Source: an optimization exercise on an open RTL-to-GDS flow (aim: small area, a short achievable clock period and few clock cycles per item). Production flows keep margins and buffers that such runs may drop. Where RTL was checked, it was by simulation tests only, not by an equivalence proof against the original.

Design tilt_orientation_qualifier_core, start of the top module:
module tilt_orientation_qualifier_core
(
    input  logic                   clk,
    input  logic                   rst_n,
    input  logic                   s_tvalid,
    output logic                   s_tready,
    input  logic [IN_TDATA_W-1:0]  s_tdata,    
    input  logic                   s_tuser,    
    output logic                   m_tvalid,
    input  logic                   m_tready,
    output logic [OUT_TDATA_W-1:0] m_tdata,    
    output logic                   m_tuser,    
    input  logic                   psel,
    input  logic                   penable,
    input  logic                   pwrite,
    input  logic [3:0]             paddr,
    input  logic [31:0]            pwdata,
    output logic [31:0]            prdata,
    output logic                   pready
);
    localparam int QD = 4;    
    tlt_pkg::tlt_cfg_t cfg_reg;
    logic [15:0]       rd_reg;
    logic                    v0_reg;
    logic [TIME_W-1:0]       now0_reg;
  ...
Settings: LEC_CHECK=0, CAP_MARGIN=20, CORE_MARGIN=2, CORE_UTILIZATION=40, SLEW_MARGIN=20, SYNTH_HIERARCHICAL=1; clock period 10.5 ns.
run.sh (not shown) runs the stock make flow with config.mk's settings and CLKGATE_MAP_FILE= SYNTH_SCRIPT=/design/flow/synth_recipe.tcl, a recipe that flattens the netlist after the stock synthesis.
Testbench counts at the start, summed over its fixed seeds: cycles 16,024, items 16,000.
Then changed:
==> flow/flow/run.sh (new file) <==
#!/bin/bash
# Standard layout, with plain buf_1 port buffers and timing repair aimed 6 ns
# below the clock period.
set -euo pipefail
bash standard.sh SETUP_SLACK_MARGIN=6 'BUFFER_PORTS_ARGS=-buffer_cell sky130_fd_sc_hd__buf_1' finish > standard_flow.log 2>&1
==> flow/standard.sh (new file) <==
#!/bin/bash
# synth_recipe.tcl (not shown) runs the flow's synth.tcl, then flattens the netlist and writes it again
# the make line also repeats each setting of config.mk as NAME=value (left out here)
make -C /OpenROAD-flow-scripts/flow DESIGN_CONFIG=/design/flow/config.mk WORK_HOME=/design/flow/orfs CLKGATE_MAP_FILE= SYNTH_SCRIPT=/design/flow/synth_recipe.tcl "${@:-finish}"
removed: flow/run.sh
Effect: Count of clock-buffer cells in the layout falls by 3. Routed wire length falls by 0.53%. Sequential share of layout area rises by 0.61 points. Critical path depth rises by 2. Core utilization falls by 0.97 points. Via count stays flat. Sequential cell count stays the same.
Then changed:
==> flow/flow/run.sh (replaced) <==
#!/bin/bash
# Standard layout, with plain buf_1 port buffers and timing repair aimed 7 ns
# below the clock period.
set -euo pipefail
bash standard.sh SETUP_SLACK_MARGIN=7 'BUFFER_PORTS_ARGS=-buffer_cell sky130_fd_sc_hd__buf_1' finish > standard_flow.log 2>&1
- The new run passed the timing, DRC and antenna checks
- synthesized area does not change
- setup slack improved by 360 ps
- cell count came out higher by a few percent
- routed wire length came out higher by about a fifth
- clock skew came out higher by 5.4 ps
- die area is unchanged

---

tilt_orientation_qualifier_core, a different RTL version from the one above (not shown whole).
For scale: about 1900 cells after synthesis, ~0.019 mm² of cells after synthesis.
Settings: LEC_CHECK=0, CAP_MARGIN=20, CORE_MARGIN=2, CORE_UTILIZATION=40, SLEW_MARGIN=20; clock period 10.5 ns.
standard.sh (not shown) runs the stock make flow with config.mk's settings and CLKGATE_MAP_FILE= SYNTH_SCRIPT=/design/flow/synth_recipe.tcl, a recipe that flattens the netlist after the stock synthesis.
==> flow/flow/run.sh <==
#!/bin/bash
# Standard layout, with timing repair aimed 7 ns below the clock period.
set -euo pipefail
bash standard.sh SETUP_SLACK_MARGIN=7 finish > standard_flow.log 2>&1
The baseline passed the timing, DRC and antenna checks.
Testbench counts at the start, summed over its fixed seeds: cycles 16,024, items 16,000.
Rerun with:
==> flow/flow/run.sh (replaced) <==
#!/bin/bash
# Standard layout, with timing repair aimed 6 ns below the clock period.
set -euo pipefail
bash standard.sh SETUP_SLACK_MARGIN=6 finish > standard_flow.log 2>&1
The changed run went through all stages and came out clean.
Global-route usage decreases by 0.82 points.
Fmax decreases by about 4.7%.
Register-to-register slack got worse by 0.21 ns.
Setup slack got worse by 0.21 ns.
Routed wire length decreases by about 5.5%.
Via count decreases by about 1.3%.
Sequential share of layout area increases by 0.90 points.
Final area decreases by about 4%.

---

Another version of the RTL of tilt_orientation_qualifier_core (not shown whole).
Size: ~1900 cells after synthesis, roughly 260 flip-flops, ~150 I/O pins, ~0.019 mm² of cells after synthesis.
==> flow/config.mk <==
export PLATFORM = sky130hd
export DESIGN_NAME = tilt_orientation_qualifier_core
export DESIGN_NICKNAME = tilt_orientation_qualifier_core
export VERILOG_FILES = /design/flow/design.v
export SDC_FILE = /design/flow/constraint.sdc
export NUM_CORES = 4
export LEC_CHECK = 0
export CAP_MARGIN = 20
export CORE_MARGIN = 2
export CORE_UTILIZATION = 40
export SLEW_MARGIN = 20
==> flow/constraint.sdc <==
create_clock -name core_clock -period 10.5 [get_ports {clk}]
set_input_delay 2.1000 -clock core_clock [delete_from_list [all_inputs] [get_ports {clk}]]
set_output_delay 2.1000 -clock core_clock [all_outputs]
set_load 0.01 [all_outputs]
==> flow/flow/run.sh <==
#!/bin/bash
# Standard layout, with timing repair aimed 6 ns below the clock period.
set -euo pipefail
bash standard.sh SETUP_SLACK_MARGIN=6 finish > standard_flow.log 2>&1
Edit:
==> flow/flow/run.sh (replaced) <==
#!/bin/bash
# Standard layout, with timing repair aimed 7 ns below the clock period.
set -euo pipefail
bash standard.sh SETUP_SLACK_MARGIN=7 finish > standard_flow.log 2>&1
After rerunning:
- The changed run ran to the end with no violations
- utilization came out higher by 1.9 points
- setup slack improved by 0.099 ns
- via count came out higher by a few percent
- wire length came out higher by a few percent
- final area came out higher by a few percent
- sequential share of layout area came out lower by 1.0 points
- fmax came out higher by a few percent
- first-iteration DRC count came out higher by roughly a tenth
- area after synthesis is unchanged
No run of this note included a check of the RTL's function; only the layout flow was run.

---

== north ==
tilt_orientation_qualifier_core, a different RTL version from the one above (not shown whole).
Size: about 1700 cells after synthesis, about 240 flip-flops, roughly 18000 sq um of cells after synthesis.
Design tilt_orientation_qualifier_core, start of the top module:
module tilt_orientation_qualifier_core
(
    input  logic                   clk,
    input  logic                   rst_n,
    input  logic                   s_tvalid,
    output logic                   s_tready,
    input  logic [IN_TDATA_W-1:0]  s_tdata,    
    input  logic                   s_tuser,    
    output logic                   m_tvalid,
    input  logic                   m_tready,
    output logic [OUT_TDATA_W-1:0] m_tdata,    
    output logic                   m_tuser,    
    input  logic                   psel,
    input  logic                   penable,
    input  logic                   pwrite,
    input  logic [3:0]             paddr,
    input  logic [31:0]            pwdata,
    output logic [31:0]            prdata,
    output logic                   pready
);
==> flow/config.mk <==
export PLATFORM = sky130hd
export DESIGN_NAME = tilt_orientation_qualifier_core
export DESIGN_NICKNAME = tilt_orientation_qualifier_core
export VERILOG_FILES = /design/flow/design.v
export SDC_FILE = /design/flow/constraint.sdc
export NUM_CORES = 4
export LEC_CHECK = 0
export CAP_MARGIN = 20
export CORE_MARGIN = 2
export CORE_UTILIZATION = 65
export SLEW_MARGIN = 20
export SYNTH_HIERARCHICAL = 1
==> flow/constraint.sdc <==
create_clock -name core_clock -period 10.5 [get_ports {clk}]
set_input_delay 2.1000 -clock core_clock [delete_from_list [all_inputs] [get_ports {clk}]]
set_output_delay 2.1000 -clock core_clock [all_outputs]
set_load 0.01 [all_outputs]
==> flow/flow/run.sh <==
#!/bin/bash
# Standard layout, with plain buf_1 port buffers and timing repair aimed 6.4 ns
# below the clock period.
set -euo pipefail
bash standard.sh SETUP_SLACK_MARGIN=6.4 'BUFFER_PORTS_ARGS=-buffer_cell sky130_fd_sc_hd__buf_1' finish > standard_flow.log 2>&1
Testbench counts of north, summed over its fixed seeds: cycles 16,024, items 16,000.
[inputs] south vs north
--- a/flow/config.mk
+++ b/flow/config.mk
@@ -8,5 +8,5 @@
 export CAP_MARGIN = 20
 export CORE_MARGIN = 2
-export CORE_UTILIZATION = 65
+export CORE_UTILIZATION = 40
 export SLEW_MARGIN = 20
 export SYNTH_HIERARCHICAL = 1
## What came out
- south vs. north: number of antenna violations at the first check in global routing went down 2; storage element area held.
## Diff of input files: east against south
--- a/flow/config.mk
+++ b/flow/config.mk
@@ -8,5 +8,8 @@
 export CAP_MARGIN = 20
 export CORE_MARGIN = 2
-export CORE_UTILIZATION = 40
+export CORE_UTILIZATION = 65
+export CTS_BUF_LIST = sky130_fd_sc_hd__clkbuf_8 sky130_fd_sc_hd__clkbuf_16
+export CTS_CLUSTER_DIAMETER = 80
+export CTS_CLUSTER_SIZE = 20
 export SLEW_MARGIN = 20
 export SYNTH_HIERARCHICAL = 1
[summary]
For south, the category of the critical setup timing path was reg2out, unlike east, where it was reg2reg.
east vs south on area enclosed by the die boundary: east is the lower one.
Re met2 capacity usage during global routing: east is 14 points up on south.
## Diff of input files: west against east
--- a/flow/config.mk
+++ b/flow/config.mk
@@ -9,5 +9,4 @@
 export CORE_MARGIN = 2
 export CORE_UTILIZATION = 65
-export CTS_BUF_LIST = sky130_fd_sc_hd__clkbuf_8 sky130_fd_sc_hd__clkbuf_16
 export CTS_CLUSTER_DIAMETER = 80
 export CTS_CLUSTER_SIZE = 20
==> comparison <==
Looking at start point of the critical path, the cfg_reg[36]$_DFFE_PN0P_ result is from east; the s_tdata[50] one comes from west. For total wirelength of the detailed-routed design, west and east come out practically identical. Diff east..west | adder-cell share of the synthesized area | unchanged.
Modified inputs, middle compared to west
--- a/flow/config.mk
+++ b/flow/config.mk
@@ -8,5 +8,5 @@
 export CAP_MARGIN = 20
 export CORE_MARGIN = 2
-export CORE_UTILIZATION = 65
+export CORE_UTILIZATION = 40
 export CTS_CLUSTER_DIAMETER = 80
 export CTS_CLUSTER_SIZE = 20
Findings:
- west ended up with sky130_fd_sc_hd__mux2i_4 as its slowest library cell on the worst path; middle ended up with sky130_fd_sc_hd__dfrtp_4.
- From west to middle the numbers moved as follows: setup slack went down, wire length the detailed router placed on met1 went down.
- Between west and middle, the flow reports final design instance area without fill increasing slightly.
- Sort middle and west by total via count after detailed routing, ascending, and middle comes first.
- Compared with west, middle shows a area of the die that is about 60% higher.

-- static timing again, ports no longer ideal --
How much do the figures lean on ideal ports? The routed layouts below were timed once more, with nothing changed but the port constraints. Step 1 assumes that a clkbuf_16 drives the clock port and a buf_2 every other input. Step 2, shift: input delay + t, output delay - t, t = (earliest + latest rising clock arrival at the registers) / 2. This alone moves slack from input paths to output paths. a / b / c = ideal ports / drivers / drivers and shift; a / b = the first two.
run | t, ns | setup slack, ns | slew at the worst register clock pin (ns) | pins driven straight from the clock port
the first run of note 1 | 0.609 | 5.474 / 5.495 / 4.885 | 0.06 / 0.06 | 1
the second run of note 1 | 0.619 | 6.193 / 6.221 / 5.602 | 0.07 / 0.07 | 1
the third run of note 1 | 0.618 | 6.552 / 6.547 / 5.929 | 0.06 / 0.06 | 1
the first run of note 2 | 0.615 | 6.278 / 6.278 / 5.771 | 0.07 / 0.07 | 1
the second run of note 2 | 0.583 | 6.072 / 6.072 / 5.549 | 0.06 / 0.06 | 1
the first run of note 3 | 0.622 | 5.620 / 5.620 / 5.620 | 0.06 / 0.06 | 1
the second run of note 3 | 0.629 | 5.719 / 5.719 / 5.719 | 0.07 / 0.07 | 1
north | 0.601 | 6.455 / 6.418 / 5.973 | 0.06 / 0.06 | 1
south | 0.611 | 6.351 / 6.298 / 5.889 | 0.07 / 0.07 | 1
east | 0.556 | 6.438 / 6.438 / 5.974 | 0.09 / 0.09 | 1
west | 0.556 | 6.453 / 6.448 / 5.925 | 0.09 / 0.09 | 1
middle | 0.556 | 6.424 / 6.420 / 5.931 | 0.09 / 0.09 | 1
After both steps setup and hold are still met in every run listed. For the third run of note 1, which loses most, drivers alone change the setup slack by -0.005 ns; drivers and shift together by -0.623 ns.
